This is an optimization exercise on Yosys and OpenROAD, whose aim is small area, a short achievable clock period and few clock cycles per item, not a production implementation. At most, simulation tests tie the RTL to the original design; equivalence was not proved. Power and IR drop assume default switching activity.

==> flow/design.v <==
package cache_pkg;
  localparam int ADDR_BITS = 32;           
  localparam int DATA_BITS = 32;           
  localparam int NUM_SETS  = 8;
  localparam int NUM_WAYS  = 2;
  localparam int INDEX_LSB = 2;            
  localparam int TAG_LSB   = 5;            
  localparam int INDEX_BITS = TAG_LSB - INDEX_LSB;
  localparam int TAG_BITS   = ADDR_BITS - TAG_LSB;
  typedef logic [ADDR_BITS-1:0]  addr_t;
  typedef logic [DATA_BITS-1:0]  data_t;
  typedef logic [TAG_BITS-1:0]   tag_t;
  typedef logic [INDEX_BITS-1:0] index_t;
  typedef logic [1:0]            req_type_t;
  typedef logic                  way_t;    
  localparam req_type_t REQ_READ  = 2'd0;
  localparam req_type_t REQ_WRITE = 2'd1;
  localparam req_type_t REQ_INIT  = 2'd2;   
endpackage
`timescale 1ns/1ps
module cache_top (
  input  logic                 clk,
  input  logic                 reset,
  input  logic                 proc_req,
  input  cache_pkg::req_type_t proc_type,
  input  cache_pkg::addr_t     proc_addr,
  input  cache_pkg::data_t     proc_wdata,
  output cache_pkg::data_t     proc_rdata,
  output logic                 proc_hit,
  output logic                 proc_ack,
  output logic                 mem_req,
  output logic                 mem_we,
  output cache_pkg::addr_t     mem_addr,
  output cache_pkg::data_t     mem_wdata,
  input  cache_pkg::data_t     mem_rdata,
  input  logic                 mem_ack
);
  localparam int S = cache_pkg::NUM_SETS;
  typedef enum logic [2:0] {
    s_idle, s_lookup, s_evict, s_evict_release, s_refill, s_ack
  } state_t;
  cache_pkg::tag_t  tags0 [S];
  cache_pkg::tag_t  tags1 [S];
  cache_pkg::data_t words0 [S];
  cache_pkg::data_t words1 [S];
  logic [S-1:0]     valid0, valid1, dirty0, dirty1;
  logic [S-1:0]     lru;           
  state_t            state;
  cache_pkg::data_t  res;          
  logic [29:0]       maddr;        
  logic              way_q;        
  logic              commit;       
  logic              dirty_we_q;
  logic              dirty_val_q;
  cache_pkg::req_type_t type_q;     
  cache_pkg::index_t idx;
  cache_pkg::tag_t   ptag;
  logic is_read, is_write, is_init;
  logic m0, m1, hit, hit_way, victim, vdirty, sel_way;
  cache_pkg::tag_t  t0, t1, vtag;
  cache_pkg::data_t w0, w1, hit_word, vword;
  assign idx      = maddr[2:0];
  assign ptag     = maddr[29:3];
  assign is_read  = (type_q == cache_pkg::REQ_READ);
  assign is_write = (type_q == cache_pkg::REQ_WRITE);
  assign is_init  = type_q[1];
  assign t0 = tags0[idx];
  assign t1 = tags1[idx];
  assign w0 = words0[idx];
  assign w1 = words1[idx];
  assign m0      = valid0[idx] && (t0 == ptag);
  assign m1      = valid1[idx] && (t1 == ptag);
  assign hit     = m0 | m1;
  assign hit_way = ~m0;                      
  assign victim  = lru[idx];
  assign vdirty  = victim ? (valid1[idx] & dirty1[idx]) : (valid0[idx] & dirty0[idx]);
  assign vtag    = victim ? t1 : t0;
  assign vword   = victim ? w1 : w0;
  assign hit_word = m0 ? w0 : w1;
  assign sel_way = hit ? hit_way : victim;
  always_ff @(posedge clk) begin
    commit <= 1'b0;
    if (reset) begin
      state    <= s_idle;
      proc_ack <= 1'b0;
      proc_hit <= 1'b0;
      mem_req  <= 1'b0;
    end else begin
      case (state)
        s_idle: begin
          maddr  <= proc_addr[31:2];
          type_q <= proc_type;
          if (proc_req) state <= s_lookup;
        end
        s_lookup: begin
          dirty_val_q <= is_write;
          dirty_we_q  <= ~(is_read & hit);
          way_q       <= sel_way;
          if (hit || is_init) begin
            res      <= is_read ? hit_word : proc_wdata;
            proc_hit <= hit & ~is_init;
            proc_ack <= 1'b1;
            commit   <= 1'b1;
            state    <= s_ack;
          end else if (!mem_ack) begin
            mem_req <= 1'b1;
            mem_we  <= vdirty;
            res     <= vword;
            if (vdirty) begin
              maddr <= {vtag, idx};
              state <= s_evict;
            end else begin
              state <= s_refill;
            end
          end
        end
        s_evict: if (mem_ack) begin
          mem_req <= 1'b0;
          state   <= s_evict_release;
        end
        s_evict_release: if (!mem_ack) begin
          mem_req <= 1'b1;
          mem_we  <= 1'b0;
          maddr   <= proc_addr[31:2];
          state   <= s_refill;
        end
        s_refill: if (mem_ack) begin
          mem_req  <= 1'b0;
          res      <= is_write ? proc_wdata : mem_rdata;
          proc_hit <= 1'b0;
          proc_ack <= 1'b1;
          commit   <= 1'b1;
          state    <= s_ack;
        end
        s_ack: if (!proc_req) begin
          proc_ack <= 1'b0;
          state    <= s_idle;
        end
        default: state <= s_idle;
      endcase
    end
  end
  cache_pkg::index_t cidx;
  assign cidx = maddr[2:0];
  always_ff @(posedge clk) begin
    if (commit) begin
      if (way_q) begin
        tags1[cidx]  <= maddr[29:3];
        words1[cidx] <= res;
      end else begin
        tags0[cidx]  <= maddr[29:3];
        words0[cidx] <= res;
      end
    end
  end
  always_ff @(posedge clk) begin
    if (reset) begin
      valid0 <= '0;
      valid1 <= '0;
      dirty0 <= '0;
      dirty1 <= '0;
      lru    <= '0;
    end else if (commit) begin
      lru[cidx] <= ~way_q;
      if (way_q) begin
        valid1[cidx] <= 1'b1;
        if (dirty_we_q) dirty1[cidx] <= dirty_val_q;
      end else begin
        valid0[cidx] <= 1'b1;
        if (dirty_we_q) dirty0[cidx] <= dirty_val_q;
      end
    end
  end
  assign proc_rdata = res;
  assign mem_wdata  = res;
  assign mem_addr   = {maddr, 2'b00};
endmodule
Settings: LEC_CHECK=0, CAP_MARGIN=20, CORE_MARGIN=2, CORE_UTILIZATION=40, SLEW_MARGIN=20; clock period 8.0 ns.
run.sh (not shown) runs the stock make flow with config.mk's settings and CLKGATE_MAP_FILE= SYNTH_SCRIPT=/design/flow/synth_recipe.tcl, a recipe that flattens the netlist after the stock synthesis.
Next try:
--- a/flow/design.v
+++ b/flow/design.v
@@ -36,9 +36,9 @@
   input  logic                 mem_ack
 );
   localparam int S = cache_pkg::NUM_SETS;
   typedef enum logic [2:0] {
-    s_idle, s_lookup, s_evict, s_evict_release, s_refill, s_ack
+    s_idle, s_evict, s_evict_release, s_refill, s_ack
   } state_t;
   cache_pkg::tag_t  tags0 [S];
   cache_pkg::tag_t  tags1 [S];
   cache_pkg::data_t words0 [S];
@@ -51,20 +51,19 @@
   logic              way_q;        
   logic              commit;       
   logic              dirty_we_q;
   logic              dirty_val_q;
-  cache_pkg::req_type_t type_q;     
   cache_pkg::index_t idx;
   cache_pkg::tag_t   ptag;
   logic is_read, is_write, is_init;
   logic m0, m1, hit, hit_way, victim, vdirty, sel_way;
   cache_pkg::tag_t  t0, t1, vtag;
   cache_pkg::data_t w0, w1, hit_word, vword;
-  assign idx      = maddr[2:0];
-  assign ptag     = maddr[29:3];
-  assign is_read  = (type_q == cache_pkg::REQ_READ);
-  assign is_write = (type_q == cache_pkg::REQ_WRITE);
-  assign is_init  = type_q[1];
+  assign idx      = proc_addr[4:2];
+  assign ptag     = proc_addr[31:5];
+  assign is_read  = (proc_type == cache_pkg::REQ_READ);
+  assign is_write = (proc_type == cache_pkg::REQ_WRITE);
+  assign is_init  = proc_type[1];
   assign t0 = tags0[idx];
   assign t1 = tags1[idx];
   assign w0 = words0[idx];
   assign w1 = words1[idx];
@@ -86,14 +85,10 @@
       proc_hit <= 1'b0;
       mem_req  <= 1'b0;
     end else begin
       case (state)
-        s_idle: begin
-          maddr  <= proc_addr[31:2];
-          type_q <= proc_type;
-          if (proc_req) state <= s_lookup;
-        end
-        s_lookup: begin
+        s_idle: if (proc_req) begin
+          maddr       <= {ptag, idx};
           dirty_val_q <= is_write;
           dirty_we_q  <= ~(is_read & hit);
           way_q       <= sel_way;
           if (hit || is_init) begin
@@ -120,9 +115,9 @@
         end
         s_evict_release: if (!mem_ack) begin
           mem_req <= 1'b1;
           mem_we  <= 1'b0;
-          maddr   <= proc_addr[31:2];
+          maddr   <= {ptag, idx};
           state   <= s_refill;
         end
         s_refill: if (mem_ack) begin
           mem_req  <= 1'b0;
Effect: Via count is lower by 0.96%; sequential power barely changes; cell area barely changes; count of clock-buffer cells in the layout is higher by 3; non-clock buffer count is higher by 1.
Testbench counts after the change, summed over its fixed seeds: cycles 45,681, requests 12,000.
For the first run of this note, only the layout was checked, not whether the RTL still works.

## port drivers added, routing unchanged
Ports are ideal in the flow. The routed layouts listed here were re-timed in OpenROAD.
Step 1 sets driving cells, clkbuf_16 on the clock port and buf_2 on the other inputs (assumed; they add their load-dependent delay and slew).
Step 2, shift: input delay + t, output delay - t, t = (earliest + latest rising clock arrival at the registers) / 2. This alone moves slack from input paths to output paths.
Three values: ideal ports, drivers, drivers and shift; two values: the first two.
| run | t (ns) | setup WS [ns] | clock arrival spread, ns |
|---|---|---|---|
| the first run | 0.745 | 2.647 / 2.647 / 2.647 | 0.032 / 0.032 |
| the second run | 0.752 | 2.206 / 2.213 / 1.461 | 0.034 / 0.034 |
After both steps every run listed still meets setup and hold. The setup slack of the second run, which loses most, moves by +0.007 ns with the drivers and by -0.745 ns with both steps.
